This design comes from an exercise in tuning for small area on the open sky130 flow, not from production work.
In this exercise RTL edits were held to simulation tests only and were not proved equivalent to the original.
Power is estimated from default activity; no workload was simulated.

<file path="flow/design.v">
`default_nettype none
package dbg_pipe_pkg;
	typedef logic [32-1:0]    word_t;
	typedef logic [5-1:0] reg_idx_t;
	typedef word_t [32-1:0] reg_file_t;
	typedef struct packed {
		word_t pc;
		word_t instruction;
	} if_snap_t;
	typedef struct packed {
		word_t    pc_plus4;
		word_t    instruction;
		word_t    write_data;
		reg_idx_t write_addr;
		word_t    alu_result_fwd;
		word_t    reg_data1;
		word_t    reg_data2;
		word_t    sign_ext;
		reg_idx_t rs;
		reg_idx_t rt;
		reg_idx_t rd;
		word_t    pc_jump;
		word_t    pc_branch;
	} id_snap_t;
	typedef struct packed {
		word_t    pc_plus4;
		word_t    reg_data1;
		word_t    reg_data2;
		word_t    sign_ext;
		reg_idx_t rt;
		reg_idx_t rd;
		logic     zero;
		word_t    alu_result;
		word_t    reg_data2_out;
		reg_idx_t dest_reg;
	} ex_snap_t;
	typedef struct packed {
		word_t address;
		word_t write_data;
		word_t read_data;
	} mem_snap_t;
	typedef struct packed {
		word_t mem_data;
		word_t alu_result;
		word_t write_data;
	} wb_snap_t;
	typedef struct packed {
		if_snap_t  if_stage;
		id_snap_t  id_stage;
		ex_snap_t  ex_stage;
		mem_snap_t mem_stage;
		wb_snap_t  wb_stage;
	} pipe_snap_t;
endpackage
`default_nettype wire
`default_nettype none
package dbg_ctrl_pkg;
	typedef enum logic [7:0] {
		cmd_run  = 8'h01,
		cmd_step = 8'h02
	} dbg_cmd_e;
	typedef enum logic [1:0] {
		mode_halt,
		mode_run,
		mode_step,
		mode_finished
	} run_mode_e;
	typedef enum logic [2:0] {
		dump_idle,
		dump_settle,
		dump_capture,
		dump_send,
		dump_wait
	} dump_state_e;
endpackage
`default_nettype wire
`timescale 1ns/100ps
`default_nettype none
module dbg_command_ctrl
(
	input  logic       clk,
	input  logic       reset,
	input  logic       rx_empty,
	input  logic [7:0] r_data,
	input  dbg_pipe_pkg::word_t      pc_plus4,
	output logic       rd_uart,
	output logic       ena_pip
);
	logic      pop_req;
	logic      mode_active;
	logic      program_end;
	dbg_ctrl_pkg::run_mode_e mode;
	assign pop_req = ~rx_empty & ~rd_uart;
	assign mode_active = (mode == dbg_ctrl_pkg::mode_run) || (mode == dbg_ctrl_pkg::mode_step);
	assign program_end = (pc_plus4 == 508);
	function automatic dbg_ctrl_pkg::run_mode_e decode_cmd(input logic [7:0] cmd);
		dbg_ctrl_pkg::run_mode_e next_mode;
		case (cmd)
			dbg_ctrl_pkg::cmd_step: next_mode = dbg_ctrl_pkg::mode_step;
			dbg_ctrl_pkg::cmd_run:  next_mode = dbg_ctrl_pkg::mode_run;
			default:  next_mode = dbg_ctrl_pkg::mode_halt;
		endcase
		decode_cmd = next_mode;
	endfunction
	always_ff @(posedge clk or posedge reset)
	begin
		if (reset)
		begin
			rd_uart <= 1'b0;
			mode    <= dbg_ctrl_pkg::mode_halt;
			ena_pip <= 1'b0;
		end
		else
		begin
			rd_uart <= pop_req;
			if (pop_req)
			begin
				ena_pip <= mode_active;
				if (mode != dbg_ctrl_pkg::mode_finished)
					mode <= decode_cmd(r_data);
			end
			else if (program_end)
			begin
				mode    <= dbg_ctrl_pkg::mode_finished;
				ena_pip <= 1'b0;
			end
			else
			begin
				ena_pip <= mode_active;
				if (mode == dbg_ctrl_pkg::mode_step)
					mode <= dbg_ctrl_pkg::mode_halt;
			end
		end
	end
endmodule
`default_nettype wire
`timescale 1ns/100ps
`default_nettype none
module dbg_snapshot_capture
(
	input  logic       clk,
	input  logic       capture,
	input  logic       shift_a,
	input  logic       hold_a,
	input  logic       shift_b,
	input  logic       hold_b,
	input  logic       shift_c,
	input  logic       hold_c,
	input  dbg_pipe_pkg::reg_file_t  regs,
	input  dbg_pipe_pkg::pipe_snap_t snap,
	output logic [7:0] frame_byte
);
	logic [32-1:0][32-1:0] regs_a;
	logic [0:32-1][32-1:0] reg_seq;
	logic [0:228-1][7:0] frame;
	logic       phase;
	function automatic logic [7:0] idx_byte(input dbg_pipe_pkg::reg_idx_t idx);
		idx_byte = 8'(idx);
	endfunction
	assign regs_a = regs;
	always_comb
	begin
		for (int i = 0; i < 32; i++)
			reg_seq[i] = regs_a[i];
	end
	assign frame = {
		reg_seq,
		snap.if_stage.pc,
		snap.if_stage.instruction,
		snap.id_stage.pc_plus4,
		snap.id_stage.instruction,
		snap.id_stage.write_data,
		idx_byte(snap.id_stage.write_addr),
		snap.id_stage.alu_result_fwd,
		snap.id_stage.reg_data1,
		snap.id_stage.reg_data2,
		snap.id_stage.sign_ext,
		idx_byte(snap.id_stage.rs),
		idx_byte(snap.id_stage.rt),
		idx_byte(snap.id_stage.rd),
		snap.id_stage.pc_jump,
		snap.id_stage.pc_branch,
		snap.ex_stage.pc_plus4,
		snap.ex_stage.reg_data1,
		snap.ex_stage.reg_data2,
		snap.ex_stage.sign_ext,
		idx_byte(snap.ex_stage.rt),
		idx_byte(snap.ex_stage.rd),
		{7'b0, snap.ex_stage.zero},
		snap.ex_stage.alu_result,
		snap.ex_stage.reg_data2_out,
		idx_byte(snap.ex_stage.dest_reg),
		snap.mem_stage.address,
		snap.mem_stage.write_data,
		snap.mem_stage.read_data,
		snap.wb_stage.mem_data,
		snap.wb_stage.alu_result,
		snap.wb_stage.write_data
	};
	logic [219:0] in_7, sr_7;
	assign in_7 = {
		frame[227][7], frame[226][7], frame[225][7], frame[224][7], frame[223][7], frame[222][7],
		frame[221][7], frame[220][7], frame[219][7], frame[218][7], frame[217][7], frame[216][7],
		frame[215][7], frame[214][7], frame[213][7], frame[212][7], frame[211][7], frame[210][7],
		frame[209][7], frame[208][7], frame[207][7], frame[206][7], frame[205][7], frame[204][7],
		frame[202][7], frame[201][7], frame[200][7], frame[199][7], frame[198][7], frame[197][7],
		frame[196][7], frame[195][7], frame[191][7], frame[190][7], frame[189][7], frame[188][7],
		frame[187][7], frame[186][7], frame[185][7], frame[184][7], frame[183][7], frame[182][7],
		frame[181][7], frame[180][7], frame[179][7], frame[178][7], frame[177][7], frame[176][7],
		frame[175][7], frame[174][7], frame[173][7], frame[172][7], frame[171][7], frame[170][7],
		frame[169][7], frame[168][7], frame[164][7], frame[163][7], frame[162][7], frame[161][7],
		frame[160][7], frame[159][7], frame[158][7], frame[157][7], frame[156][7], frame[155][7],
		frame[154][7], frame[153][7], frame[152][7], frame[151][7], frame[150][7], frame[149][7],
		frame[147][7], frame[146][7], frame[145][7], frame[144][7], frame[143][7], frame[142][7],
		frame[141][7], frame[140][7], frame[139][7], frame[138][7], frame[137][7], frame[136][7],
		frame[135][7], frame[134][7], frame[133][7], frame[132][7], frame[131][7], frame[130][7],
		frame[129][7], frame[128][7], frame[127][7], frame[126][7], frame[125][7], frame[124][7],
		frame[123][7], frame[122][7], frame[121][7], frame[120][7], frame[119][7], frame[118][7],
		frame[117][7], frame[116][7], frame[115][7], frame[114][7], frame[113][7], frame[112][7],
		frame[111][7], frame[110][7], frame[109][7], frame[108][7], frame[107][7], frame[106][7],
		frame[105][7], frame[104][7], frame[103][7], frame[102][7], frame[101][7], frame[100][7],
		frame[99][7], frame[98][7], frame[97][7], frame[96][7], frame[95][7], frame[94][7],
		frame[93][7], frame[92][7], frame[91][7], frame[90][7], frame[89][7], frame[88][7],
		frame[87][7], frame[86][7], frame[85][7], frame[84][7], frame[83][7], frame[82][7],
		frame[81][7], frame[80][7], frame[79][7], frame[78][7], frame[77][7], frame[76][7],
		frame[75][7], frame[74][7], frame[73][7], frame[72][7], frame[71][7], frame[70][7],
		frame[69][7], frame[68][7], frame[67][7], frame[66][7], frame[65][7], frame[64][7],
		frame[63][7], frame[62][7], frame[61][7], frame[60][7], frame[59][7], frame[58][7],
		frame[57][7], frame[56][7], frame[55][7], frame[54][7], frame[53][7], frame[52][7],
		frame[51][7], frame[50][7], frame[49][7], frame[48][7], frame[47][7], frame[46][7],
		frame[45][7], frame[44][7], frame[43][7], frame[42][7], frame[41][7], frame[40][7],
		frame[39][7], frame[38][7], frame[37][7], frame[36][7], frame[35][7], frame[34][7],
		frame[33][7], frame[32][7], frame[31][7], frame[30][7], frame[29][7], frame[28][7],
		frame[27][7], frame[26][7], frame[25][7], frame[24][7], frame[23][7], frame[22][7],
		frame[21][7], frame[20][7], frame[19][7], frame[18][7], frame[17][7], frame[16][7],
		frame[15][7], frame[14][7], frame[13][7], frame[12][7], frame[11][7], frame[10][7],
		frame[9][7], frame[8][7], frame[7][7], frame[6][7], frame[5][7], frame[4][7],
		frame[3][7], frame[2][7], frame[1][7], frame[0][7]
	};
	always_ff @(posedge clk)
		sr_7 <= ~((in_7 & {220{capture}}) | ({1'b0, sr_7[219:1]} & {220{shift_a}}) | (sr_7 & {220{hold_a}}));
	logic [219:0] in_6, sr_6;
	assign in_6 = {
		frame[227][6], frame[226][6], frame[225][6], frame[224][6], frame[223][6], frame[222][6],
		frame[221][6], frame[220][6], frame[219][6], frame[218][6], frame[217][6], frame[216][6],
		frame[215][6], frame[214][6], frame[213][6], frame[212][6], frame[211][6], frame[210][6],
		frame[209][6], frame[208][6], frame[207][6], frame[206][6], frame[205][6], frame[204][6],
		frame[202][6], frame[201][6], frame[200][6], frame[199][6], frame[198][6], frame[197][6],
		frame[196][6], frame[195][6], frame[191][6], frame[190][6], frame[189][6], frame[188][6],
		frame[187][6], frame[186][6], frame[185][6], frame[184][6], frame[183][6], frame[182][6],
		frame[181][6], frame[180][6], frame[179][6], frame[178][6], frame[177][6], frame[176][6],
		frame[175][6], frame[174][6], frame[173][6], frame[172][6], frame[171][6], frame[170][6],
		frame[169][6], frame[168][6], frame[164][6], frame[163][6], frame[162][6], frame[161][6],
		frame[160][6], frame[159][6], frame[158][6], frame[157][6], frame[156][6], frame[155][6],
		frame[154][6], frame[153][6], frame[152][6], frame[151][6], frame[150][6], frame[149][6],
		frame[147][6], frame[146][6], frame[145][6], frame[144][6], frame[143][6], frame[142][6],
		frame[141][6], frame[140][6], frame[139][6], frame[138][6], frame[137][6], frame[136][6],
		frame[135][6], frame[134][6], frame[133][6], frame[132][6], frame[131][6], frame[130][6],
		frame[129][6], frame[128][6], frame[127][6], frame[126][6], frame[125][6], frame[124][6],
		frame[123][6], frame[122][6], frame[121][6], frame[120][6], frame[119][6], frame[118][6],
		frame[117][6], frame[116][6], frame[115][6], frame[114][6], frame[113][6], frame[112][6],
		frame[111][6], frame[110][6], frame[109][6], frame[108][6], frame[107][6], frame[106][6],
		frame[105][6], frame[104][6], frame[103][6], frame[102][6], frame[101][6], frame[100][6],
		frame[99][6], frame[98][6], frame[97][6], frame[96][6], frame[95][6], frame[94][6],
		frame[93][6], frame[92][6], frame[91][6], frame[90][6], frame[89][6], frame[88][6],
		frame[87][6], frame[86][6], frame[85][6], frame[84][6], frame[83][6], frame[82][6],
		frame[81][6], frame[80][6], frame[79][6], frame[78][6], frame[77][6], frame[76][6],
		frame[75][6], frame[74][6], frame[73][6], frame[72][6], frame[71][6], frame[70][6],
		frame[69][6], frame[68][6], frame[67][6], frame[66][6], frame[65][6], frame[64][6],
		frame[63][6], frame[62][6], frame[61][6], frame[60][6], frame[59][6], frame[58][6],
		frame[57][6], frame[56][6], frame[55][6], frame[54][6], frame[53][6], frame[52][6],
		frame[51][6], frame[50][6], frame[49][6], frame[48][6], frame[47][6], frame[46][6],
		frame[45][6], frame[44][6], frame[43][6], frame[42][6], frame[41][6], frame[40][6],
		frame[39][6], frame[38][6], frame[37][6], frame[36][6], frame[35][6], frame[34][6],
		frame[33][6], frame[32][6], frame[31][6], frame[30][6], frame[29][6], frame[28][6],
		frame[27][6], frame[26][6], frame[25][6], frame[24][6], frame[23][6], frame[22][6],
		frame[21][6], frame[20][6], frame[19][6], frame[18][6], frame[17][6], frame[16][6],
		frame[15][6], frame[14][6], frame[13][6], frame[12][6], frame[11][6], frame[10][6],
		frame[9][6], frame[8][6], frame[7][6], frame[6][6], frame[5][6], frame[4][6],
		frame[3][6], frame[2][6], frame[1][6], frame[0][6]
	};
	always_ff @(posedge clk)
		sr_6 <= ~((in_6 & {220{capture}}) | ({1'b0, sr_6[219:1]} & {220{shift_a}}) | (sr_6 & {220{hold_a}}));
	logic [219:0] in_5, sr_5;
	assign in_5 = {
		frame[227][5], frame[226][5], frame[225][5], frame[224][5], frame[223][5], frame[222][5],
		frame[221][5], frame[220][5], frame[219][5], frame[218][5], frame[217][5], frame[216][5],
		frame[215][5], frame[214][5], frame[213][5], frame[212][5], frame[211][5], frame[210][5],
		frame[209][5], frame[208][5], frame[207][5], frame[206][5], frame[205][5], frame[204][5],
		frame[202][5], frame[201][5], frame[200][5], frame[199][5], frame[198][5], frame[197][5],
		frame[196][5], frame[195][5], frame[191][5], frame[190][5], frame[189][5], frame[188][5],
		frame[187][5], frame[186][5], frame[185][5], frame[184][5], frame[183][5], frame[182][5],
		frame[181][5], frame[180][5], frame[179][5], frame[178][5], frame[177][5], frame[176][5],
		frame[175][5], frame[174][5], frame[173][5], frame[172][5], frame[171][5], frame[170][5],
		frame[169][5], frame[168][5], frame[164][5], frame[163][5], frame[162][5], frame[161][5],
		frame[160][5], frame[159][5], frame[158][5], frame[157][5], frame[156][5], frame[155][5],
		frame[154][5], frame[153][5], frame[152][5], frame[151][5], frame[150][5], frame[149][5],
		frame[147][5], frame[146][5], frame[145][5], frame[144][5], frame[143][5], frame[142][5],
		frame[141][5], frame[140][5], frame[139][5], frame[138][5], frame[137][5], frame[136][5],
		frame[135][5], frame[134][5], frame[133][5], frame[132][5], frame[131][5], frame[130][5],
		frame[129][5], frame[128][5], frame[127][5], frame[126][5], frame[125][5], frame[124][5],
		frame[123][5], frame[122][5], frame[121][5], frame[120][5], frame[119][5], frame[118][5],
		frame[117][5], frame[116][5], frame[115][5], frame[114][5], frame[113][5], frame[112][5],
		frame[111][5], frame[110][5], frame[109][5], frame[108][5], frame[107][5], frame[106][5],
		frame[105][5], frame[104][5], frame[103][5], frame[102][5], frame[101][5], frame[100][5],
		frame[99][5], frame[98][5], frame[97][5], frame[96][5], frame[95][5], frame[94][5],
		frame[93][5], frame[92][5], frame[91][5], frame[90][5], frame[89][5], frame[88][5],
		frame[87][5], frame[86][5], frame[85][5], frame[84][5], frame[83][5], frame[82][5],
		frame[81][5], frame[80][5], frame[79][5], frame[78][5], frame[77][5], frame[76][5],
		frame[75][5], frame[74][5], frame[73][5], frame[72][5], frame[71][5], frame[70][5],
		frame[69][5], frame[68][5], frame[67][5], frame[66][5], frame[65][5], frame[64][5],
		frame[63][5], frame[62][5], frame[61][5], frame[60][5], frame[59][5], frame[58][5],
		frame[57][5], frame[56][5], frame[55][5], frame[54][5], frame[53][5], frame[52][5],
		frame[51][5], frame[50][5], frame[49][5], frame[48][5], frame[47][5], frame[46][5],
		frame[45][5], frame[44][5], frame[43][5], frame[42][5], frame[41][5], frame[40][5],
		frame[39][5], frame[38][5], frame[37][5], frame[36][5], frame[35][5], frame[34][5],
		frame[33][5], frame[32][5], frame[31][5], frame[30][5], frame[29][5], frame[28][5],
		frame[27][5], frame[26][5], frame[25][5], frame[24][5], frame[23][5], frame[22][5],
		frame[21][5], frame[20][5], frame[19][5], frame[18][5], frame[17][5], frame[16][5],
		frame[15][5], frame[14][5], frame[13][5], frame[12][5], frame[11][5], frame[10][5],
		frame[9][5], frame[8][5], frame[7][5], frame[6][5], frame[5][5], frame[4][5],
		frame[3][5], frame[2][5], frame[1][5], frame[0][5]
	};
	always_ff @(posedge clk)
		sr_5 <= ~((in_5 & {220{capture}}) | ({1'b0, sr_5[219:1]} & {220{shift_a}}) | (sr_5 & {220{hold_a}}));
	logic [226:0] in_4, sr_4;
	assign in_4 = {
		frame[227][4], frame[226][4], frame[225][4], frame[224][4], frame[223][4], frame[222][4],
		frame[221][4], frame[220][4], frame[219][4], frame[218][4], frame[217][4], frame[216][4],
		frame[215][4], frame[214][4], frame[213][4], frame[212][4], frame[211][4], frame[210][4],
		frame[209][4], frame[208][4], frame[207][4], frame[206][4], frame[205][4], frame[204][4],
		frame[203][4], frame[202][4], frame[201][4], frame[200][4], frame[199][4], frame[198][4],
		frame[197][4], frame[196][4], frame[195][4], frame[193][4], frame[192][4], frame[191][4],
		frame[190][4], frame[189][4], frame[188][4], frame[187][4], frame[186][4], frame[185][4],
		frame[184][4], frame[183][4], frame[182][4], frame[181][4], frame[180][4], frame[179][4],
		frame[178][4], frame[177][4], frame[176][4], frame[175][4], frame[174][4], frame[173][4],
		frame[172][4], frame[171][4], frame[170][4], frame[169][4], frame[168][4], frame[167][4],
		frame[166][4], frame[165][4], frame[164][4], frame[163][4], frame[162][4], frame[161][4],
		frame[160][4], frame[159][4], frame[158][4], frame[157][4], frame[156][4], frame[155][4],
		frame[154][4], frame[153][4], frame[152][4], frame[151][4], frame[150][4], frame[149][4],
		frame[148][4], frame[147][4], frame[146][4], frame[145][4], frame[144][4], frame[143][4],
		frame[142][4], frame[141][4], frame[140][4], frame[139][4], frame[138][4], frame[137][4],
		frame[136][4], frame[135][4], frame[134][4], frame[133][4], frame[132][4], frame[131][4],
		frame[130][4], frame[129][4], frame[128][4], frame[127][4], frame[126][4], frame[125][4],
		frame[124][4], frame[123][4], frame[122][4], frame[121][4], frame[120][4], frame[119][4],
		frame[118][4], frame[117][4], frame[116][4], frame[115][4], frame[114][4], frame[113][4],
		frame[112][4], frame[111][4], frame[110][4], frame[109][4], frame[108][4], frame[107][4],
		frame[106][4], frame[105][4], frame[104][4], frame[103][4], frame[102][4], frame[101][4],
		frame[100][4], frame[99][4], frame[98][4], frame[97][4], frame[96][4], frame[95][4],
		frame[94][4], frame[93][4], frame[92][4], frame[91][4], frame[90][4], frame[89][4],
		frame[88][4], frame[87][4], frame[86][4], frame[85][4], frame[84][4], frame[83][4],
		frame[82][4], frame[81][4], frame[80][4], frame[79][4], frame[78][4], frame[77][4],
		frame[76][4], frame[75][4], frame[74][4], frame[73][4], frame[72][4], frame[71][4],
		frame[70][4], frame[69][4], frame[68][4], frame[67][4], frame[66][4], frame[65][4],
		frame[64][4], frame[63][4], frame[62][4], frame[61][4], frame[60][4], frame[59][4],
		frame[58][4], frame[57][4], frame[56][4], frame[55][4], frame[54][4], frame[53][4],
		frame[52][4], frame[51][4], frame[50][4], frame[49][4], frame[48][4], frame[47][4],
		frame[46][4], frame[45][4], frame[44][4], frame[43][4], frame[42][4], frame[41][4],
		frame[40][4], frame[39][4], frame[38][4], frame[37][4], frame[36][4], frame[35][4],
		frame[34][4], frame[33][4], frame[32][4], frame[31][4], frame[30][4], frame[29][4],
		frame[28][4], frame[27][4], frame[26][4], frame[25][4], frame[24][4], frame[23][4],
		frame[22][4], frame[21][4], frame[20][4], frame[19][4], frame[18][4], frame[17][4],
		frame[16][4], frame[15][4], frame[14][4], frame[13][4], frame[12][4], frame[11][4],
		frame[10][4], frame[9][4], frame[8][4], frame[7][4], frame[6][4], frame[5][4],
		frame[4][4], frame[3][4], frame[2][4], frame[1][4], frame[0][4]
	};
	always_ff @(posedge clk)
		sr_4 <= ~((in_4 & {227{capture}}) | ({1'b0, sr_4[226:1]} & {227{shift_b}}) | (sr_4 & {227{hold_b}}));
	logic [226:0] in_3, sr_3;
	assign in_3 = {
		frame[227][3], frame[226][3], frame[225][3], frame[224][3], frame[223][3], frame[222][3],
		frame[221][3], frame[220][3], frame[219][3], frame[218][3], frame[217][3], frame[216][3],
		frame[215][3], frame[214][3], frame[213][3], frame[212][3], frame[211][3], frame[210][3],
		frame[209][3], frame[208][3], frame[207][3], frame[206][3], frame[205][3], frame[204][3],
		frame[203][3], frame[202][3], frame[201][3], frame[200][3], frame[199][3], frame[198][3],
		frame[197][3], frame[196][3], frame[195][3], frame[193][3], frame[192][3], frame[191][3],
		frame[190][3], frame[189][3], frame[188][3], frame[187][3], frame[186][3], frame[185][3],
		frame[184][3], frame[183][3], frame[182][3], frame[181][3], frame[180][3], frame[179][3],
		frame[178][3], frame[177][3], frame[176][3], frame[175][3], frame[174][3], frame[173][3],
		frame[172][3], frame[171][3], frame[170][3], frame[169][3], frame[168][3], frame[167][3],
		frame[166][3], frame[165][3], frame[164][3], frame[163][3], frame[162][3], frame[161][3],
		frame[160][3], frame[159][3], frame[158][3], frame[157][3], frame[156][3], frame[155][3],
		frame[154][3], frame[153][3], frame[152][3], frame[151][3], frame[150][3], frame[149][3],
		frame[148][3], frame[147][3], frame[146][3], frame[145][3], frame[144][3], frame[143][3],
		frame[142][3], frame[141][3], frame[140][3], frame[139][3], frame[138][3], frame[137][3],
		frame[136][3], frame[135][3], frame[134][3], frame[133][3], frame[132][3], frame[131][3],
		frame[130][3], frame[129][3], frame[128][3], frame[127][3], frame[126][3], frame[125][3],
		frame[124][3], frame[123][3], frame[122][3], frame[121][3], frame[120][3], frame[119][3],
		frame[118][3], frame[117][3], frame[116][3], frame[115][3], frame[114][3], frame[113][3],
		frame[112][3], frame[111][3], frame[110][3], frame[109][3], frame[108][3], frame[107][3],
		frame[106][3], frame[105][3], frame[104][3], frame[103][3], frame[102][3], frame[101][3],
		frame[100][3], frame[99][3], frame[98][3], frame[97][3], frame[96][3], frame[95][3],
		frame[94][3], frame[93][3], frame[92][3], frame[91][3], frame[90][3], frame[89][3],
		frame[88][3], frame[87][3], frame[86][3], frame[85][3], frame[84][3], frame[83][3],
		frame[82][3], frame[81][3], frame[80][3], frame[79][3], frame[78][3], frame[77][3],
		frame[76][3], frame[75][3], frame[74][3], frame[73][3], frame[72][3], frame[71][3],
		frame[70][3], frame[69][3], frame[68][3], frame[67][3], frame[66][3], frame[65][3],
		frame[64][3], frame[63][3], frame[62][3], frame[61][3], frame[60][3], frame[59][3],
		frame[58][3], frame[57][3], frame[56][3], frame[55][3], frame[54][3], frame[53][3],
		frame[52][3], frame[51][3], frame[50][3], frame[49][3], frame[48][3], frame[47][3],
		frame[46][3], frame[45][3], frame[44][3], frame[43][3], frame[42][3], frame[41][3],
		frame[40][3], frame[39][3], frame[38][3], frame[37][3], frame[36][3], frame[35][3],
		frame[34][3], frame[33][3], frame[32][3], frame[31][3], frame[30][3], frame[29][3],
		frame[28][3], frame[27][3], frame[26][3], frame[25][3], frame[24][3], frame[23][3],
		frame[22][3], frame[21][3], frame[20][3], frame[19][3], frame[18][3], frame[17][3],
		frame[16][3], frame[15][3], frame[14][3], frame[13][3], frame[12][3], frame[11][3],
		frame[10][3], frame[9][3], frame[8][3], frame[7][3], frame[6][3], frame[5][3],
		frame[4][3], frame[3][3], frame[2][3], frame[1][3], frame[0][3]
	};
	always_ff @(posedge clk)
		sr_3 <= ~((in_3 & {227{capture}}) | ({1'b0, sr_3[226:1]} & {227{shift_b}}) | (sr_3 & {227{hold_b}}));
	logic [226:0] in_2, sr_2;
	assign in_2 = {
		frame[227][2], frame[226][2], frame[225][2], frame[224][2], frame[223][2], frame[222][2],
		frame[221][2], frame[220][2], frame[219][2], frame[218][2], frame[217][2], frame[216][2],
		frame[215][2], frame[214][2], frame[213][2], frame[212][2], frame[211][2], frame[210][2],
		frame[209][2], frame[208][2], frame[207][2], frame[206][2], frame[205][2], frame[204][2],
		frame[203][2], frame[202][2], frame[201][2], frame[200][2], frame[199][2], frame[198][2],
		frame[197][2], frame[196][2], frame[195][2], frame[193][2], frame[192][2], frame[191][2],
		frame[190][2], frame[189][2], frame[188][2], frame[187][2], frame[186][2], frame[185][2],
		frame[184][2], frame[183][2], frame[182][2], frame[181][2], frame[180][2], frame[179][2],
		frame[178][2], frame[177][2], frame[176][2], frame[175][2], frame[174][2], frame[173][2],
		frame[172][2], frame[171][2], frame[170][2], frame[169][2], frame[168][2], frame[167][2],
		frame[166][2], frame[165][2], frame[164][2], frame[163][2], frame[162][2], frame[161][2],
		frame[160][2], frame[159][2], frame[158][2], frame[157][2], frame[156][2], frame[155][2],
		frame[154][2], frame[153][2], frame[152][2], frame[151][2], frame[150][2], frame[149][2],
		frame[148][2], frame[147][2], frame[146][2], frame[145][2], frame[144][2], frame[143][2],
		frame[142][2], frame[141][2], frame[140][2], frame[139][2], frame[138][2], frame[137][2],
		frame[136][2], frame[135][2], frame[134][2], frame[133][2], frame[132][2], frame[131][2],
		frame[130][2], frame[129][2], frame[128][2], frame[127][2], frame[126][2], frame[125][2],
		frame[124][2], frame[123][2], frame[122][2], frame[121][2], frame[120][2], frame[119][2],
		frame[118][2], frame[117][2], frame[116][2], frame[115][2], frame[114][2], frame[113][2],
		frame[112][2], frame[111][2], frame[110][2], frame[109][2], frame[108][2], frame[107][2],
		frame[106][2], frame[105][2], frame[104][2], frame[103][2], frame[102][2], frame[101][2],
		frame[100][2], frame[99][2], frame[98][2], frame[97][2], frame[96][2], frame[95][2],
		frame[94][2], frame[93][2], frame[92][2], frame[91][2], frame[90][2], frame[89][2],
		frame[88][2], frame[87][2], frame[86][2], frame[85][2], frame[84][2], frame[83][2],
		frame[82][2], frame[81][2], frame[80][2], frame[79][2], frame[78][2], frame[77][2],
		frame[76][2], frame[75][2], frame[74][2], frame[73][2], frame[72][2], frame[71][2],
		frame[70][2], frame[69][2], frame[68][2], frame[67][2], frame[66][2], frame[65][2],
		frame[64][2], frame[63][2], frame[62][2], frame[61][2], frame[60][2], frame[59][2],
		frame[58][2], frame[57][2], frame[56][2], frame[55][2], frame[54][2], frame[53][2],
		frame[52][2], frame[51][2], frame[50][2], frame[49][2], frame[48][2], frame[47][2],
		frame[46][2], frame[45][2], frame[44][2], frame[43][2], frame[42][2], frame[41][2],
		frame[40][2], frame[39][2], frame[38][2], frame[37][2], frame[36][2], frame[35][2],
		frame[34][2], frame[33][2], frame[32][2], frame[31][2], frame[30][2], frame[29][2],
		frame[28][2], frame[27][2], frame[26][2], frame[25][2], frame[24][2], frame[23][2],
		frame[22][2], frame[21][2], frame[20][2], frame[19][2], frame[18][2], frame[17][2],
		frame[16][2], frame[15][2], frame[14][2], frame[13][2], frame[12][2], frame[11][2],
		frame[10][2], frame[9][2], frame[8][2], frame[7][2], frame[6][2], frame[5][2],
		frame[4][2], frame[3][2], frame[2][2], frame[1][2], frame[0][2]
	};
	always_ff @(posedge clk)
		sr_2 <= ~((in_2 & {227{capture}}) | ({1'b0, sr_2[226:1]} & {227{shift_b}}) | (sr_2 & {227{hold_b}}));
	logic [226:0] in_1, sr_1;
	assign in_1 = {
		frame[227][1], frame[226][1], frame[225][1], frame[224][1], frame[223][1], frame[222][1],
		frame[221][1], frame[220][1], frame[219][1], frame[218][1], frame[217][1], frame[216][1],
		frame[215][1], frame[214][1], frame[213][1], frame[212][1], frame[211][1], frame[210][1],
		frame[209][1], frame[208][1], frame[207][1], frame[206][1], frame[205][1], frame[204][1],
		frame[203][1], frame[202][1], frame[201][1], frame[200][1], frame[199][1], frame[198][1],
		frame[197][1], frame[196][1], frame[195][1], frame[193][1], frame[192][1], frame[191][1],
		frame[190][1], frame[189][1], frame[188][1], frame[187][1], frame[186][1], frame[185][1],
		frame[184][1], frame[183][1], frame[182][1], frame[181][1], frame[180][1], frame[179][1],
		frame[178][1], frame[177][1], frame[176][1], frame[175][1], frame[174][1], frame[173][1],
		frame[172][1], frame[171][1], frame[170][1], frame[169][1], frame[168][1], frame[167][1],
		frame[166][1], frame[165][1], frame[164][1], frame[163][1], frame[162][1], frame[161][1],
		frame[160][1], frame[159][1], frame[158][1], frame[157][1], frame[156][1], frame[155][1],
		frame[154][1], frame[153][1], frame[152][1], frame[151][1], frame[150][1], frame[149][1],
		frame[148][1], frame[147][1], frame[146][1], frame[145][1], frame[144][1], frame[143][1],
		frame[142][1], frame[141][1], frame[140][1], frame[139][1], frame[138][1], frame[137][1],
		frame[136][1], frame[135][1], frame[134][1], frame[133][1], frame[132][1], frame[131][1],
		frame[130][1], frame[129][1], frame[128][1], frame[127][1], frame[126][1], frame[125][1],
		frame[124][1], frame[123][1], frame[122][1], frame[121][1], frame[120][1], frame[119][1],
		frame[118][1], frame[117][1], frame[116][1], frame[115][1], frame[114][1], frame[113][1],
		frame[112][1], frame[111][1], frame[110][1], frame[109][1], frame[108][1], frame[107][1],
		frame[106][1], frame[105][1], frame[104][1], frame[103][1], frame[102][1], frame[101][1],
		frame[100][1], frame[99][1], frame[98][1], frame[97][1], frame[96][1], frame[95][1],
		frame[94][1], frame[93][1], frame[92][1], frame[91][1], frame[90][1], frame[89][1],
		frame[88][1], frame[87][1], frame[86][1], frame[85][1], frame[84][1], frame[83][1],
		frame[82][1], frame[81][1], frame[80][1], frame[79][1], frame[78][1], frame[77][1],
		frame[76][1], frame[75][1], frame[74][1], frame[73][1], frame[72][1], frame[71][1],
		frame[70][1], frame[69][1], frame[68][1], frame[67][1], frame[66][1], frame[65][1],
		frame[64][1], frame[63][1], frame[62][1], frame[61][1], frame[60][1], frame[59][1],
		frame[58][1], frame[57][1], frame[56][1], frame[55][1], frame[54][1], frame[53][1],
		frame[52][1], frame[51][1], frame[50][1], frame[49][1], frame[48][1], frame[47][1],
		frame[46][1], frame[45][1], frame[44][1], frame[43][1], frame[42][1], frame[41][1],
		frame[40][1], frame[39][1], frame[38][1], frame[37][1], frame[36][1], frame[35][1],
		frame[34][1], frame[33][1], frame[32][1], frame[31][1], frame[30][1], frame[29][1],
		frame[28][1], frame[27][1], frame[26][1], frame[25][1], frame[24][1], frame[23][1],
		frame[22][1], frame[21][1], frame[20][1], frame[19][1], frame[18][1], frame[17][1],
		frame[16][1], frame[15][1], frame[14][1], frame[13][1], frame[12][1], frame[11][1],
		frame[10][1], frame[9][1], frame[8][1], frame[7][1], frame[6][1], frame[5][1],
		frame[4][1], frame[3][1], frame[2][1], frame[1][1], frame[0][1]
	};
	always_ff @(posedge clk)
		sr_1 <= ~((in_1 & {227{capture}}) | ({1'b0, sr_1[226:1]} & {227{shift_b}}) | (sr_1 & {227{hold_b}}));
	logic [227:0] in_0, sr_0;
	assign in_0 = {
		frame[227][0], frame[226][0], frame[225][0], frame[224][0], frame[223][0], frame[222][0],
		frame[221][0], frame[220][0], frame[219][0], frame[218][0], frame[217][0], frame[216][0],
		frame[215][0], frame[214][0], frame[213][0], frame[212][0], frame[211][0], frame[210][0],
		frame[209][0], frame[208][0], frame[207][0], frame[206][0], frame[205][0], frame[204][0],
		frame[203][0], frame[202][0], frame[201][0], frame[200][0], frame[199][0], frame[198][0],
		frame[197][0], frame[196][0], frame[195][0], frame[194][0], frame[193][0], frame[192][0],
		frame[191][0], frame[190][0], frame[189][0], frame[188][0], frame[187][0], frame[186][0],
		frame[185][0], frame[184][0], frame[183][0], frame[182][0], frame[181][0], frame[180][0],
		frame[179][0], frame[178][0], frame[177][0], frame[176][0], frame[175][0], frame[174][0],
		frame[173][0], frame[172][0], frame[171][0], frame[170][0], frame[169][0], frame[168][0],
		frame[167][0], frame[166][0], frame[165][0], frame[164][0], frame[163][0], frame[162][0],
		frame[161][0], frame[160][0], frame[159][0], frame[158][0], frame[157][0], frame[156][0],
		frame[155][0], frame[154][0], frame[153][0], frame[152][0], frame[151][0], frame[150][0],
		frame[149][0], frame[148][0], frame[147][0], frame[146][0], frame[145][0], frame[144][0],
		frame[143][0], frame[142][0], frame[141][0], frame[140][0], frame[139][0], frame[138][0],
		frame[137][0], frame[136][0], frame[135][0], frame[134][0], frame[133][0], frame[132][0],
		frame[131][0], frame[130][0], frame[129][0], frame[128][0], frame[127][0], frame[126][0],
		frame[125][0], frame[124][0], frame[123][0], frame[122][0], frame[121][0], frame[120][0],
		frame[119][0], frame[118][0], frame[117][0], frame[116][0], frame[115][0], frame[114][0],
		frame[113][0], frame[112][0], frame[111][0], frame[110][0], frame[109][0], frame[108][0],
		frame[107][0], frame[106][0], frame[105][0], frame[104][0], frame[103][0], frame[102][0],
		frame[101][0], frame[100][0], frame[99][0], frame[98][0], frame[97][0], frame[96][0],
		frame[95][0], frame[94][0], frame[93][0], frame[92][0], frame[91][0], frame[90][0],
		frame[89][0], frame[88][0], frame[87][0], frame[86][0], frame[85][0], frame[84][0],
		frame[83][0], frame[82][0], frame[81][0], frame[80][0], frame[79][0], frame[78][0],
		frame[77][0], frame[76][0], frame[75][0], frame[74][0], frame[73][0], frame[72][0],
		frame[71][0], frame[70][0], frame[69][0], frame[68][0], frame[67][0], frame[66][0],
		frame[65][0], frame[64][0], frame[63][0], frame[62][0], frame[61][0], frame[60][0],
		frame[59][0], frame[58][0], frame[57][0], frame[56][0], frame[55][0], frame[54][0],
		frame[53][0], frame[52][0], frame[51][0], frame[50][0], frame[49][0], frame[48][0],
		frame[47][0], frame[46][0], frame[45][0], frame[44][0], frame[43][0], frame[42][0],
		frame[41][0], frame[40][0], frame[39][0], frame[38][0], frame[37][0], frame[36][0],
		frame[35][0], frame[34][0], frame[33][0], frame[32][0], frame[31][0], frame[30][0],
		frame[29][0], frame[28][0], frame[27][0], frame[26][0], frame[25][0], frame[24][0],
		frame[23][0], frame[22][0], frame[21][0], frame[20][0], frame[19][0], frame[18][0],
		frame[17][0], frame[16][0], frame[15][0], frame[14][0], frame[13][0], frame[12][0],
		frame[11][0], frame[10][0], frame[9][0], frame[8][0], frame[7][0], frame[6][0],
		frame[5][0], frame[4][0], frame[3][0], frame[2][0], frame[1][0], frame[0][0]
	};
	always_ff @(posedge clk)
		sr_0 <= ~((in_0 & {228{capture}}) | ({1'b0, sr_0[227:1]} & {228{shift_c}}) | (sr_0 & {228{hold_c}}));
	always_ff @(posedge clk)
		phase <= capture | ~phase;
	assign frame_byte = {
		{3{shift_a}} & ({sr_7[0], sr_6[0], sr_5[0]} ^ {3{phase}}),
		{4{shift_b}} & ({sr_4[0], sr_3[0], sr_2[0], sr_1[0]} ^ {4{phase}}),
		sr_0[0] ^ phase
	};
endmodule
`default_nettype wire
`timescale 1ns/100ps
`default_nettype none
module dbg_dump_tx
(
	input  logic       clk,
	input  logic       reset,
	input  logic       dump_req,
	input  logic       tx_done_tick,
	input  logic [7:0] frame_byte,
	output logic       capture,
	output logic       shift_a,
	output logic       hold_a,
	output logic       shift_b,
	output logic       hold_b,
	output logic       shift_c,
	output logic       hold_c,
	output logic       wr_uart,
	output logic [7:0] w_data
);
	logic        st_idle;
	logic        st_settle;
	logic        st_capture;
	logic        st_send;
	logic        st_wait;
	logic        nx_idle;
	logic        nx_settle;
	logic        nx_capture;
	logic        nx_send;
	logic        nx_wait;
	logic [7:0]  byte_cnt;
	logic        last_byte;
	logic        done;
	logic [7:0]  next_idx;
	logic        real_a;
	logic        real_b;
	logic        nx_shift_a;
	logic        nx_shift_b;
	assign last_byte = (byte_cnt == 8'(228));
	assign done      = st_wait & tx_done_tick;
	assign next_idx = st_capture ? 8'd0 : byte_cnt;
	always_comb
	begin
		case (next_idx)
			8'd148, 8'd165, 8'd166, 8'd167, 8'd192, 8'd193, 8'd203: real_a = 1'b0;
			8'd194:  real_a = 1'b0;
			default: real_a = 1'b1;
		endcase
		real_b = (next_idx != 8'd194);
	end
	assign nx_shift_a = nx_send & real_a;
	assign nx_shift_b = nx_send & real_b;
	assign nx_idle    = (st_idle & ~dump_req) | (done & last_byte);
	assign nx_settle  = st_idle & dump_req;
	assign nx_capture = st_settle;
	assign nx_send    = st_capture | (done & ~last_byte);
	assign nx_wait    = st_send | (st_wait & ~tx_done_tick);
	always_ff @(posedge clk or posedge reset)
	begin
		if (reset)
		begin
			st_idle    <= 1'b1;
			st_settle  <= 1'b0;
			st_capture <= 1'b0;
			st_send    <= 1'b0;
			st_wait    <= 1'b0;
			capture    <= 1'b0;
			shift_a    <= 1'b0;
			hold_a     <= 1'b1;
			shift_b    <= 1'b0;
			hold_b     <= 1'b1;
			shift_c    <= 1'b0;
			hold_c     <= 1'b1;
			wr_uart    <= 1'b0;
		end
		else
		begin
			st_idle    <= nx_idle;
			st_settle  <= nx_settle;
			st_capture <= nx_capture;
			st_send    <= nx_send;
			st_wait    <= nx_wait;
			capture    <= nx_capture;
			shift_a    <= nx_shift_a;
			hold_a     <= ~(nx_capture | nx_shift_a);
			shift_b    <= nx_shift_b;
			hold_b     <= ~(nx_capture | nx_shift_b);
			shift_c    <= nx_send;
			hold_c     <= ~(nx_capture | nx_send);
			wr_uart    <= st_send;
		end
	end
	always_ff @(posedge clk)
	begin
		if (st_capture)
			byte_cnt <= '0;
		else if (st_send)
			byte_cnt <= byte_cnt + 8'd1;
	end
	always_ff @(posedge clk)
		w_data <= frame_byte;
endmodule
`default_nettype wire
`timescale 1ns/100ps
`default_nettype none
module debug_unit
(
	input  logic       clk,
	input  logic       reset,
	input  logic       rx_empty,
	input  logic [7:0] r_data,
	output logic       rd_uart,
	input  logic       tx_done_tick,
	output logic       wr_uart,
	output logic [7:0] w_data,
	input  dbg_pipe_pkg::word_t      pc_plus4,
	input  dbg_pipe_pkg::reg_file_t  regs,
	input  dbg_pipe_pkg::pipe_snap_t snap,
	output logic       ena_pip
);
	logic       capture;
	logic       shift_a, hold_a;
	logic       shift_b, hold_b;
	logic       shift_c, hold_c;
	logic [7:0] frame_byte;
	dbg_command_ctrl u_command_ctrl (
		.clk      (clk),
		.reset    (reset),
		.rx_empty (rx_empty),
		.r_data   (r_data),
		.pc_plus4 (pc_plus4),
		.rd_uart  (rd_uart),
		.ena_pip  (ena_pip)
	);
	dbg_dump_tx u_dump_tx (
		.clk          (clk),
		.reset        (reset),
		.dump_req     (rd_uart),
		.tx_done_tick (tx_done_tick),
		.frame_byte   (frame_byte),
		.capture      (capture),
		.shift_a      (shift_a),
		.hold_a       (hold_a),
		.shift_b      (shift_b),
		.hold_b       (hold_b),
		.shift_c      (shift_c),
		.hold_c       (hold_c),
		.wr_uart      (wr_uart),
		.w_data       (w_data)
	);
	dbg_snapshot_capture u_snapshot_capture (
		.clk        (clk),
		.capture    (capture),
		.shift_a    (shift_a),
		.hold_a     (hold_a),
		.shift_b    (shift_b),
		.hold_b     (hold_b),
		.shift_c    (shift_c),
		.hold_c     (hold_c),
		.regs       (regs),
		.snap       (snap),
		.frame_byte (frame_byte)
	);
endmodule
`default_nettype wire
</file>
<file path="flow/flow/run.sh">
#!/bin/bash
# Standard layout (standard.sh, the standard flow's own synthesis and ORFS steps) with two changes:
# plain buf_1 cells as the port buffers, and a clock tree of clkbuf_8 leaf clusters
# without dummy loads.
set -euo pipefail
export BUFFER_PORTS_ARGS="-buffer_cell sky130_fd_sc_hd__buf_1"
export CTS_ARGS="-sink_clustering_enable -repair_clock_nets -dont_use_dummy_load -buf_list {sky130_fd_sc_hd__clkbuf_8} -sink_clustering_size 15 -sink_clustering_max_diameter 50"
bash standard.sh > standard.log 2>&1
</file>
<file path="flow/standard.sh">
#!/bin/bash
# synth_recipe.tcl (not shown) runs the flow's synth.tcl, then flattens the netlist and writes it again
# the make line also repeats each setting of config.mk as NAME=value (left out here)
make -C /OpenROAD-flow-scripts/flow DESIGN_CONFIG=/design/flow/config.mk WORK_HOME=/design/flow/orfs CLKGATE_MAP_FILE= SYNTH_SCRIPT=/design/flow/synth_recipe.tcl "${@:-finish}"
</file>
<file path="flow/config.mk">
export PLATFORM = sky130hd
export DESIGN_NAME = debug_unit
export DESIGN_NICKNAME = debug_unit
export VERILOG_FILES = /design/flow/design.v
export SDC_FILE = /design/flow/constraint.sdc
export NUM_CORES = 4
export LEC_CHECK = 0
export CAP_MARGIN = 20
export CORE_AREA = 5 5 695 695
export DIE_AREA = 0 0 700 700
export SLEW_MARGIN = 20
</file>
<file path="flow/constraint.sdc">
create_clock -name core_clock -period 8.0 [get_ports {clk}]
set_input_delay 1.6000 -clock core_clock [delete_from_list [all_inputs] [get_ports {clk}]]
set_output_delay 1.6000 -clock core_clock [all_outputs]
set_load 0.01 [all_outputs]
</file>
==> flow_summary.toml, run 1 <==
[routing]
routedWlPerCell_um = 21.27
drt_iter0_drc = 12620
ant_nets = 0
route.vias.total = 52439
routed.top_layer = "met5"
route.met3.wl_um = 27130
first_pass_iters = 14
wl_um = 259400
viasPerCell = 4.300
wl_met1_um = 98960
drcViolationCount = 0
met2WireLength_um = 124300

[layout]
drive_gt1_frac = 0.04644
fin_cells = 12194
post-route-util = 0.1555
area_growth_pct = 28.06
finalNetCount = 7681
stdcell_area_mm2 = 0.07378

[sta]
fin_tns_setup_ns = 0
clock.fmax_mhz = 288.2
hold_violations = 0
setup_viol = 0
period_share = 0.4337
finClkSkew_ns = 0.1245
drv_slew = 0
relSlewSlack = 0.1569
worstMarginPinSlew_ns = 1.265
setup_ws_ns = 4.531
rsz0062_at_grt = "false"
layout_min_cycle_time_ns = 3.469

[clock_tree]
path_clk_slew_ns = 0.09
cts_hold_buffers = 0
cts_setup_buffers = 0
clkLatencyLatePin_ns = 0.99
root_buffer = "clkbuf_8"
cts_sinks = 1828
cts_tree = "yes"
cts_resized = 0
clockBufferDepth = 4
cts_buffers = 196
h-tree-depth = 4

[placement]
placed_cell_area_mm2 = 0.07080
pre_cts_slack_ns = 4.893
portBuffers = 1850
gp_congestion = 0.8419
dp_hpwl_um = 193700
dp.cells = 11886

[die]
die_w_um = 700
die_area_mm2 = 0.4900
row_count = 253
floorplan.core_area_mm2 = 0.4745
ios = 1851
fp.dieH_um = 700
start_util = 0.1214

[synthesis]
yosysSeqAreaShare = 0.6366
yosys_warnings = 3
synth-seq-cells = 1828
syn-num-nets = 6175
synth-edff-count = 0
syn_avg_cell_area_um2 = 13.30
async_flop_share = 0.008206
synthFlopType = "dfxtp_1"
synth_cell_types = 36
synthCells = 4331
netlist_area_mm2 = 0.05761

[pwr]
power_leakage_uw = 0.02371
vdd_drop_max_v = 0.0001946
pwr_density_cell_mw_per_mm2 = 374.8

[worst_setup_path]
path_cells = "buf_1"
critPathKind = "register to primary output"
regToRegSetupSlack_ns = 5.08
crit_required_ns = 6.40
slowest_stage = "dfrtp_1"
critPathMaxFanout = 1
crit_path_end_kind = "primary output"
cp_top_family = "flip-flops"
cp-start-kind = "register"
cp_data_arrival_time_ns = 1.87
crit_path_max_incr_delay_ns = 0.47
path_buf_inv = 1

[global_routing]
grt_overflow_total = 0
grt_max_degree = 206
grt_pass1_wl_um = 347100
grt_pass1_vias = 48541
track_usage = 0.09547
antenna_found_initial = 119

[outcome]
status = "finished clean"

[worst_hold_path]
hp-class = "register to register"

[run]
maxCapViolCount = 0
registers in the layout (all words and copies together) (netlist names), 2 cells and up:
| signal | flops |
|---|---|
| u_snapshot_capture.sr_0 | 228 |
| u_snapshot_capture.sr_1 | 227 |
| u_snapshot_capture.sr_2 | 227 |
| u_snapshot_capture.sr_3 | 227 |
| u_snapshot_capture.sr_4 | 227 |
| u_snapshot_capture.sr_5 | 220 |
| u_snapshot_capture.sr_6 | 220 |
| u_snapshot_capture.sr_7 | 220 |
| u_dump_tx.byte_cnt | 8 |
| u_dump_tx.w_data | 8 |
| u_command_ctrl.mode | 2 |
per-stage QoR:
stage,hold WS [ns],total power (uW)
2_1_floorplan,0.3519,19820
3_3_place_gp,0.4262,22300
3_5_place_dp,0.4306,22610
4_1_cts,0.3875,28020
5_1_grt,0.4216,29310
6_report,0.3861,27650
cells in the mapped netlist (2+ instances only):
master,count,area [um^2]
a21oi_1,6,30.03
a222oi_1,1789,17910
a22oi_1,8,60.06
and2_1,10,62.56
and3_1,2,12.51
buf_1,34,127.6
buf_2,35,175.2
clkbuf_1,533,2001
dfrtp_1,11,275.3
dfstp_2,4,105.1
dfxtp_1,1813,36290
ha_1,4,50.05
inv_1,9,33.78
nand2_1,10,37.54
nand3_1,3,15.01
nand4_1,5,31.28
nor2_1,14,52.55
nor3_1,2,10.01
nor4_1,3,18.77
nor4_2,4,50.05
nor4b_1,2,17.52
o21ai_0,3,15.01
or3_1,2,12.51
xnor2_1,2,17.52
xor2_1,12,105.1
cell usage in the layout (no fill, tap or decap), types with 7 or more instances in the layout:
cell,count
a222oi_1,1789
a22oi_1,8
and2_1,10
buf_1,1850
buf_12,20
buf_4,39
clkbuf_8,196
dfrtp_1,7
dfxtp_1,1812
diode_2,112
inv_1,9
nand2_1,10
nor2_1,14
xor2_1,12
logic make-up (layout without fill, tap and decap cells):
logic type	after synthesis	after routing	synth area share
AO/OA/AOI/OAI	1811	1811	0.3134
XOR/XNOR	14	14	0.002128
adder cells (fa/ha/maj)	4	4	0.0008687
buffers and inverters	611	2115	0.04057
flip-flops	1828	1828	0.6366
multiplexers	1	1	0.0001737
other	0	112	0
AND/OR/NAND/NOR	62	62	0.006298
worst paths after layout:
| path | startpoint | endpoint | cells past startpoint |
|---|---|---|---|
| max | u_command_ctrl.ena_pip | ena_pip | 1 |
| min | u_snapshot_capture.sr_2[201] | u_snapshot_capture.sr_2[200] | 1 |
| max reg2reg | u_dump_tx.hold_a | u_snapshot_capture.sr_7[196] | 3 |
| min reg2reg | u_snapshot_capture.sr_2[201] | u_snapshot_capture.sr_2[200] | 1 |
| max in group asynchronous | reset | u_dump_tx.shift_b | 3 |
| min in group asynchronous | reset | u_dump_tx.capture | 3 |
area by class of cell:
type / count / area (um^2)
Clock buffer: 196 / 2698
Antenna cell: 112 / 280.3
Sequential cell: 1828 / 36700
Fill cell: 53322 / 400700
Tap cell: 6247 / 7816
Inverter: 9 / 33.78
Multi-Input combinational cell: 1892 / 18600
Timing Repair Buffer: 1910 / 7649
power by group:
part           internal (uW)  total [uW]  switching (uW)
combinational           3050        4700            1660
sequential             14100       17700            3600
clock                   2160        5280            3120
total                  19300       27700            8370
layer usage:
layer,vias to the layer above,global-route usage
li1,22939,-
met1,26265,0.1140
met2,2728,0.1581
met3,463,0.03077
met4,44,0.03786
met5,-,0
==> inputs of run 2 (changes only) <==
--- a/flow/config.mk
+++ b/flow/config.mk
@@ -9,3 +9,4 @@
 export CORE_AREA = 5 5 695 695
 export DIE_AREA = 0 0 700 700
+export PLACE_DENSITY = 0.4
 export SLEW_MARGIN = 20
==> run 2 against run 1 <==
Effect of this change: worst setup slack gained 0.18 ns; core utilization grew 0.063 points; total power grew 1.0%; die area is the same; sequential share of layout area shrank 0.20 points; cell count is essentially flat; clock power grew 8.5%; largest cell class unchanged.
==> flow_summary.toml, run 2 <==
[sta]
finClkSkew_ns = 0.1163
hold_violations = 0
drv_slew = 0
fin_tns_setup_ns = 0
timing.hold.ws_ns = 0.3927
layout_min_cycle_time_ns = 3.287
rsz0062_at_grt = "false"
period_share = 0.4108
relSlewSlack = 0.1820
clock.fmax_mhz = 304.2
worstMarginPinSlew_ns = 1.227
setup_viol = 0

[layout]
drive_gt1_frac = 0.05182
filler_cell_count = 53188
fin_cells = 12188
top_register = "u_snapshot_capture.sr_0"
finalNetCount = 7713
area_growth_pct = 28.58
largest_reg_flops = 228
mostFrequentLayoutCell = "buf_1"
final_cell_mix = "buf_1 (1,850), dfxtp_1 (1,811), a222oi_1 (1,789)"

[synthesis]
ys_top_cells_by_area = "dfxtp_1 (63%), a222oi_1 (31%), clkbuf_1 (3.5%), dfrtp_1 (0.48%), buf_2 (0.30%)"
netlist_area_mm2 = 0.05761
synthFlopType = "dfxtp_1"
ys_top_cells_by_count = "dfxtp_1 (1,813), a222oi_1 (1,789), clkbuf_1 (533)"
async_flop_share = 0.008206
synthCells = 4331
syn_avg_cell_area_um2 = 13.30
synth_top_area_frac = 0.6300
synth-seq-cells = 1828
synth_cell_types = 36
syn-num-nets = 6175
synth_most_common_cell = "dfxtp_1"
yosysSeqAreaShare = 0.6366
yosysTopAreaCell = "dfxtp_1"
yosys_warnings = 3
synth-edff-count = 0

[pwr]
pwr_density_cell_mw_per_mm2 = 377.2
vdd_drop_max_v = 0.0001630
total_power_uw = 27940
power_leakage_uw = 0.02392

[routing]
first_pass_iters = 15
drcViolationCount = 0
viasPerCell = 4.372
ant_nets = 0
wl_um = 271200
route.vias.total = 53290
drt_iter0_drc = 11862
routedWlPerCell_um = 22.25

[worst_setup_path]
critPathMaxFanout = 1
path_buf_inv = 1
critPathKind = "register to primary output"
slowest_stage = "dfxtp_1"
crit_path_end_kind = "primary output"
crit_path_max_incr_delay_ns = 0.41
crit_required_ns = 6.40
cp_top_family = "flip-flops"
cp_data_arrival_time_ns = 1.69
path_cells = "buf_1"
cp-start-kind = "register"

[placement]
dp.cells = 11887
dp_hpwl_um = 201900
portBuffers = 1850
gp_congestion = 0.8649

[global_routing]
antenna_found_initial = 125
track_usage = 0.1009
grt_overflow_total = 0
grt_max_degree = 244
grt_pass1_wl_um = 372600
grt_pass1_vias = 51672

[clock_tree]
path_clk_slew_ns = 0.09
cts_resized = 0
root_buffer = "clkbuf_8"
h-tree-depth = 4
clkLatencyLatePin_ns = 0.98
cts_sinks = 1828
cts_setup_buffers = 0
cts_buffers = 227
clockBufferDepth = 4
cts_hold_buffers = 0
cts_tree = "yes"

[worst_hold_path]
hp-class = "register to register"

[run]
maxCapViolCount = 0

[die]
floorplan.core_area_mm2 = 0.4745
row_count = 253
start_util = 0.1214
fp.dieH_um = 700
die_area_mm2 = 0.4900
ios = 1851
die_w_um = 700

[outcome]
status = "finished clean"
run 2: layout make-up:
type | instances | area [um^2] | share of cell area
Multi-Input combinational cell | 1892 | 18600 | 0.2511
Clock buffer | 227 | 3124 | 0.04217
Tap cell | 6247 | 7816 | 0.1055
Timing Repair Buffer | 1911 | 7615 | 0.1028
Sequential cell | 1828 | 36700 | 0.4955
Antenna cell | 74 | 185.2 | 0.002500
Inverter | 9 | 33.78 | 0.0004560
run 2: cells by family (layout without fill, tap and decap cells):
group / count (synthesis) / count (layout) / synth area share
AOI/OAI and AO/OA: 1811 / 1811 / 0.3134
xor gates and xnor gates: 14 / 14 / 0.002128
adders and majority gates: 4 / 4 / 0.0008687
buffers and inverters: 611 / 2147 / 0.04057
DFF: 1828 / 1828 / 0.6366
muxes: 1 / 1 / 0.0001737
other: 0 / 74 / 0
and+or+nand+nor: 62 / 62 / 0.006298
run 2: final timing paths:
path / start / to / slack [ns] / cells past startpoint
min in group asynchronous: reset / u_dump_tx.wr_uart / 0.74 / 2
min: u_snapshot_capture.sr_7[15] / u_snapshot_capture.sr_7[14] / 0.39 / 1
max reg2reg: u_dump_tx.hold_c / u_snapshot_capture.sr_0[226] / 4.77 / 3
max in group asynchronous: reset / u_dump_tx.shift_c / 6.57 / 2
max: u_dump_tx.w_data[2] / w_data[2] / 4.71 / 1
min reg2reg: u_snapshot_capture.sr_7[15] / u_snapshot_capture.sr_7[14] / 0.39 / 1
run 2: layer usage:
layer / track usage / share of wire / wire (um)
met2: 0.1769 / 0.50 / 136200
met3: 0.02935 / 0.087 / 23480
met5: 0 / 0.0016 / 421
met1: 0.1152 / 0.38 / 102600
met4: 0.03822 / 0.031 / 8539
run 2: through the flow:
stage	worst slack, ns	area, um^2	utilization
3_3_place_gp	4.935	70770	0.1491
5_1_grt	4.546	74040	0.1560
3_5_place_dp	4.882	70770	0.1491
2_1_floorplan	5.208	57610	-
6_report	4.713	74080	0.1561
4_1_cts	4.481	73890	0.1557
run 2: power breakdown:
part	switching, uW	internal (uW)
clock network	3240	2490
registers	3370	14100
logic	1710	3050
total	8320	19600
==> inputs of run 3 (changes only) <==
==> flow/flow/run.sh (replaced) <==
#!/bin/bash
# Standard layout (standard.sh, the standard flow's own synthesis and ORFS steps) with two changes:
# plain buf_1 cells as the port buffers, and a clock tree of clkbuf_8 leaf clusters
# without dummy loads.
set -euo pipefail
export BUFFER_PORTS_ARGS="-buffer_cell sky130_fd_sc_hd__buf_1"
export CTS_ARGS="-sink_clustering_enable -repair_clock_nets -dont_use_dummy_load -buf_list {sky130_fd_sc_hd__clkbuf_8} -sink_clustering_size 15 -sink_clustering_max_diameter 70"
bash standard.sh > standard.log 2>&1
--- a/flow/config.mk
+++ b/flow/config.mk
@@ -6,7 +6,6 @@
 export NUM_CORES = 4
 export LEC_CHECK = 0
-export CAP_MARGIN = 20
+export CAP_MARGIN = 10
 export CORE_AREA = 5 5 695 695
 export DIE_AREA = 0 0 700 700
-export PLACE_DENSITY = 0.4
-export SLEW_MARGIN = 20
+export SLEW_MARGIN = 10
==> run 3 against run 2 <==
Effect of this change: still clean on timing, DRC and antenna; critical path depth unchanged; clock power shrank 16%; design area decreased by 1.2%; cell count is 0.52% lower; synthesized area unchanged.
==> flow_summary.toml, run 3 <==
[outcome]
status = "finished clean"

[sta]
worstMarginPinSlew_ns = 1.229
finClkSkew_ns = 0.1185
period_share = 0.4356
clock.fmax_mhz = 287.0
hold_violations = 0
setup_viol = 0
relSlewSlack = 0.1809
layout_min_cycle_time_ns = 3.485
drv_slew = 0
rsz0062_at_grt = "false"
fin_tns_setup_ns = 0

[worst_setup_path]
path_cells = "buf_1"
crit_required_ns = 6.40
cp-start-kind = "register"
critPathMaxFanout = 1
crit_path_max_incr_delay_ns = 0.48
cp_top_family = "flip-flops"
critPathKind = "register to primary output"
slowest_stage = "dfrtp_1"
path_buf_inv = 1
cp_data_arrival_time_ns = 1.88
crit_path_end_kind = "primary output"

[layout]
top_register = "u_snapshot_capture.sr_0"
finalNetCount = 7646
filler_cell_count = 53363
largest_reg_flops = 228
fin_cells = 12125
final_cell_mix = "buf_1 (1,850), dfxtp_1 (1,812), a222oi_1 (1,789)"
drive_gt1_frac = 0.04069
post-route-util = 0.1543
mostFrequentLayoutCell = "buf_1"
stdcell_area_mm2 = 0.07321
area_growth_pct = 27.07

[die]
floorplan.core_area_mm2 = 0.4745
row_count = 253
die_area_mm2 = 0.4900
die_w_um = 700
fp.dieH_um = 700
start_util = 0.1214
ios = 1851

[routing]
first_pass_iters = 17
wl_um = 258600
routedWlPerCell_um = 21.33
drt_iter0_drc = 12438
drcViolationCount = 0
route.vias.total = 52096
viasPerCell = 4.297
ant_nets = 0

[global_routing]
antenna_found_initial = 120
grt_pass1_wl_um = 346600
grt_max_degree = 206
grt_pass1_vias = 48262
grt_overflow_total = 0
track_usage = 0.09536

[synthesis]
synth_top_area_frac = 0.6300
yosysTopAreaCell = "dfxtp_1"
yosys_warnings = 3
synthFlopType = "dfxtp_1"
ys_top_cells_by_count = "dfxtp_1 (1,813), a222oi_1 (1,789), clkbuf_1 (533)"
synth-edff-count = 0
synth_most_common_cell = "dfxtp_1"
synth_cell_types = 36
syn_avg_cell_area_um2 = 13.30
synth-seq-cells = 1828
ys_top_cells_by_area = "dfxtp_1 (63%), a222oi_1 (31%), clkbuf_1 (3.5%), dfrtp_1 (0.48%), buf_2 (0.30%)"
syn-num-nets = 6175
yosysSeqAreaShare = 0.6366
netlist_area_mm2 = 0.05761
synthCells = 4331
async_flop_share = 0.008206

[worst_hold_path]
hp-class = "register to register"

[placement]
dp.cells = 11886
portBuffers = 1850
dp_hpwl_um = 193700
placed_cell_area_mm2 = 0.07080
gp_congestion = 0.8419

[clock_tree]
cts_resized = 0
h-tree-depth = 4
cts_tree = "yes"
cts_buffers = 161
path_clk_slew_ns = 0.09
clockBufferDepth = 4
cts_setup_buffers = 0
root_buffer = "clkbuf_8"
cts_sinks = 1828
clkLatencyLatePin_ns = 0.95
cts_hold_buffers = 0

[pwr]
power_leakage_uw = 0.02346
vdd_drop_max_v = 0.0001858
pwr_density_cell_mw_per_mm2 = 371.2

[run]
maxCapViolCount = 0
## run 3: cell types whose count changed in the layout (fill, tap and decap cells not counted)
cell	delta
buf_4	-4
dfxtp_1	+1
dfxtp_2	-1
diode_2	+4
buf_12	+3
clkbuf_8	-66
## run 3: cell families after synthesis
| group | synth area share |
|---|---|
| flops | 0.6366 |
| compound gates | 0.3134 |
| buf+inv | 0.04057 |
| simple gates | 0.006298 |
| xor+xnor | 0.002128 |
| fa+ha+maj | 0.0008687 |
| mux | 0.0001737 |
## run 3: worst paths after layout
check	cells after the start	from	endpoint	slack, ns
max	1	u_command_ctrl.ena_pip	ena_pip	4.52
min	1	u_snapshot_capture.sr_4[98]	u_snapshot_capture.sr_4[97]	0.41
max reg2reg	3	u_dump_tx.capture	u_snapshot_capture.sr_3[127]	5.03
min reg2reg	1	u_snapshot_capture.sr_4[98]	u_snapshot_capture.sr_4[97]	0.41
max in group asynchronous	3	reset	u_dump_tx.st_wait	6.83
min in group asynchronous	3	reset	u_dump_tx.capture	0.77
## run 3: report_power, final
part | total [uW] | switching (uW) | internal [uW]
Sequential | 17600 | 3590 | 14100
Combinational | 4700 | 1650 | 3050
Clock | 4830 | 3030 | 1800
## run 3: layout make-up
type | instances | area [um^2] | share of cell area
multi-input combinational | 1892 | 18600 | 0.2541
inverter | 9 | 33.78 | 0.0004614
sequential | 1828 | 36700 | 0.5013
timing repair buffer | 1910 | 7645 | 0.1044
antenna | 78 | 195.2 | 0.002666
clock buffer | 161 | 2216 | 0.03027
tap | 6247 | 7816 | 0.1068
## run 3: stage by stage
step           setup slack, ns  hold slack, ns  total power [uW]
6_report                 4.515          0.4054             27180
5_1_grt                  4.074          0.4104             28830
2_1_floorplan            5.208          0.3519             19820
3_3_place_gp             4.867          0.4262             22300
4_1_cts                  4.088          0.3906             27550
3_5_place_dp             4.893          0.4306             22610
## run 3: metal layers
layer  track usage  routed length, um
met1        0.1135              98650
met2        0.1583             123800
met3       0.03138              26810
met4       0.03697               9092
met5             0                310
==> inputs of run 4 (changes only) <==
==> flow/flow/run.sh (replaced) <==
#!/bin/bash
# Standard layout (standard.sh, the standard flow's own synthesis and ORFS steps) with two changes:
# plain buf_1 cells as the port buffers, and a clock tree of clkbuf_8 leaf clusters
# without dummy loads.
set -euo pipefail
export BUFFER_PORTS_ARGS="-buffer_cell sky130_fd_sc_hd__buf_1"
export CTS_ARGS="-sink_clustering_enable -repair_clock_nets -dont_use_dummy_load -buf_list {sky130_fd_sc_hd__clkbuf_8} -sink_clustering_size 16 -sink_clustering_max_diameter 70"
bash standard.sh > standard.log 2>&1
--- a/flow/config.mk
+++ b/flow/config.mk
@@ -6,6 +6,6 @@
 export NUM_CORES = 4
 export LEC_CHECK = 0
-export CAP_MARGIN = 10
+export CAP_MARGIN = 5
 export CORE_AREA = 5 5 695 695
 export DIE_AREA = 0 0 700 700
-export SLEW_MARGIN = 10
+export SLEW_MARGIN = 5
==> run 4 against run 3 <==
Effect of this change: total power decreased by 0.43%; wire length is essentially flat; core utilization barely moved; count of clock-buffer cells in the layout is 7 lower; sequential power is essentially flat; worst setup slack worse by 0.015 ns; register-to-register slack got worse by 0.02 ns; via count decreased by 0.17%; critical path depth did not move; fmax fell by 0.43%; critical endpoint unchanged.
==> flow_summary.toml, run 4 <==
[die]
fp.dieH_um = 700
start_util = 0.1214
floorplan.core_area_mm2 = 0.4745
row_count = 253
die_w_um = 700

[global_routing]
track_usage = 0.09532
grt_max_degree = 206
grt_pass1_vias = 48291
grt_pass1_wl_um = 346500
antenna_found_initial = 115

[synthesis]
synthCells = 4331
synthFlopType = "dfxtp_1"
ys_top_cells_by_count = "dfxtp_1 (1,813), a222oi_1 (1,789), clkbuf_1 (533)"
yosys_warnings = 3
async_flop_share = 0.008206
yosysTopAreaCell = "dfxtp_1"
synth_cell_types = 36
synth_most_common_cell = "dfxtp_1"
synth-edff-count = 0
syn_avg_cell_area_um2 = 13.30

[pwr]
total_power_uw = 27060
pwr_density_cell_mw_per_mm2 = 369.8
p_int_uw = 18830
swShare = 0.3042
clockPowerShare = 0.175
power_leakage_uw = 0.02341
pwr-share-seq = 0.652
vdd_drop_max_v = 0.0002148

[clock_tree]
clockBufferDepth = 4
h-tree-depth = 4
cts_hold_buffers = 0
cts_tree = "yes"
cts_resized = 0
cts_sinks = 1828
path_clk_slew_ns = 0.10
cts_setup_buffers = 0
cts_buffers = 154

[worst_setup_path]
crit_required_ns = 6.40
slowest_stage = "buf_1"
cp_data_arrival_time_ns = 1.90
critPathKind = "register to primary output"
cp_top_family = "buffers and inverters"
path_cells = "buf_1"
cp-start-kind = "register"
path_buf_inv = 1
critPathMaxFanout = 1

[outcome]
status = "finished clean"

[sta]
relSlewSlack = 0.1798
hold_violations = 0
clock.fmax_mhz = 285.7
period_share = 0.4375
fin_tns_setup_ns = 0
setup_ws_ns = 4.500
worstMarginPinSlew_ns = 1.230
rsz0062_at_grt = "false"

[layout]
filler_cell_count = 53341
post-route-util = 0.1542
largest_reg_flops = 228
area_growth_pct = 26.99
final_cell_mix = "buf_1 (1,850), dfxtp_1 (1,812), a222oi_1 (1,789)"

[routing]
routedWlPerCell_um = 21.28
first_pass_iters = 17
route.vias.total = 52005
viasPerCell = 4.284
wl_um = 258400
drt_iter0_drc = 12207

[worst_hold_path]
hp-class = "register to register"
min_from = "u_snapshot_capture.sr_2[143]"

[placement]
portBuffers = 1850
gp_congestion = 0.8419
placed_cell_area_mm2 = 0.07080
==> run 4: cell count changes in the layout (fill, tap and decap cells not counted) <==
cell / previous run / this run
clkbuf_8: 161 / 154
diode_2: 78 / 99
==> run 4: metal layers <==
metal,routed length [um],track usage
met5,242,0
met4,9073,0.03653
met3,25500,0.02779
met2,123500,0.1587
met1,100100,0.1154
==> run 4: power by group through the flow <==
stage                     Clock [uW]  Combinational [uW]  Sequential, uW
after floorplan                    0                3850           16000
after global placement             0                4510           17800
after detailed placement           0                4740           17900
after CTS                       5000                4730           17700
after global routing            5290                5280           18100
final                           4720                4690           17600
==> run 4: logic make-up (layout without fill, tap and decap cells) <==
group,Yosys count,in the layout,share of synthesized area
other,0,99,0
flip-flops,1828,1828,0.6366
XOR/XNOR,14,14,0.002128
buffers and inverters,611,2073,0.04057
adder cells (fa/ha/maj),4,4,0.0008687
AND/OR/NAND/NOR,62,62,0.006298
AO/OA/AOI/OAI,1811,1811,0.3134
multiplexers,1,1,0.0001737
==> run 4: per-stage QoR <==
stage	hold slack, ns	instances
2_1_floorplan	0.3519	4331
3_3_place_gp	0.4262	11886
3_5_place_dp	0.4306	11886
4_1_cts	0.3989	12040
5_1_grt	0.4009	12096
6_report	0.4067	12139
==> run 4: area by class of cell <==
type / instances / area, um^2 / area share
Sequential cell: 1828 / 36700 / 0.5016
Multi-Input combinational cell: 1892 / 18600 / 0.2542
Tap cell: 6247 / 7816 / 0.1068
Timing Repair Buffer: 1910 / 7645 / 0.1045
Clock buffer: 154 / 2120 / 0.02897
Antenna cell: 99 / 247.7 / 0.003386
Inverter: 9 / 33.78 / 0.0004617
==> run 4: worst paths after layout <==
check | endpoint | slack, ns | cells after the start
min in group asynchronous | u_dump_tx.capture | 0.78 | 3
hold / removal | u_snapshot_capture.sr_2[142] | 0.41 | 1
setup / recovery | ena_pip | 4.50 | 1
hold reg to reg | u_snapshot_capture.sr_2[142] | 0.41 | 1
setup reg to reg | u_snapshot_capture.sr_3[127] | 5.01 | 3
max in group asynchronous | u_dump_tx.st_idle | 6.83 | 3

port drivers added, routing unchanged:
How much do the figures lean on ideal ports? The routed layouts below were timed once more, with nothing changed but the port constraints. Step 1 (the two cells are an assumption about what drives the block):
set clk [get_ports {clk}]
set_driving_cell -lib_cell sky130_fd_sc_hd__clkbuf_16 $clk
set_driving_cell -lib_cell sky130_fd_sc_hd__buf_2 [delete_from_list [all_inputs] $clk]
Step 2 times the ports against the registers' clock, not the clock port: input delays grow and output delays shrink by t, the midpoint of the rising clock arrivals with the driver on. Slacks: ideal / step 1 / step 2; pairs: ideal / step 1.
run	t, ns	slack for setup (ns)	worst setup path at the end	slew at the worst register clock pin (ns)
run 1	1.015	4.531 / 4.438 / 4.864	input to register	0.10 / 0.10
run 2	1.036	4.713 / 4.622 / 4.774	register to register	0.10 / 0.10
run 3	0.984	4.515 / 4.424 / 4.889	input to register	0.10 / 0.10
run 4	0.977	4.500 / 4.408 / 4.940	input to register	0.10 / 0.10
After both steps setup and hold are still met in every run listed.
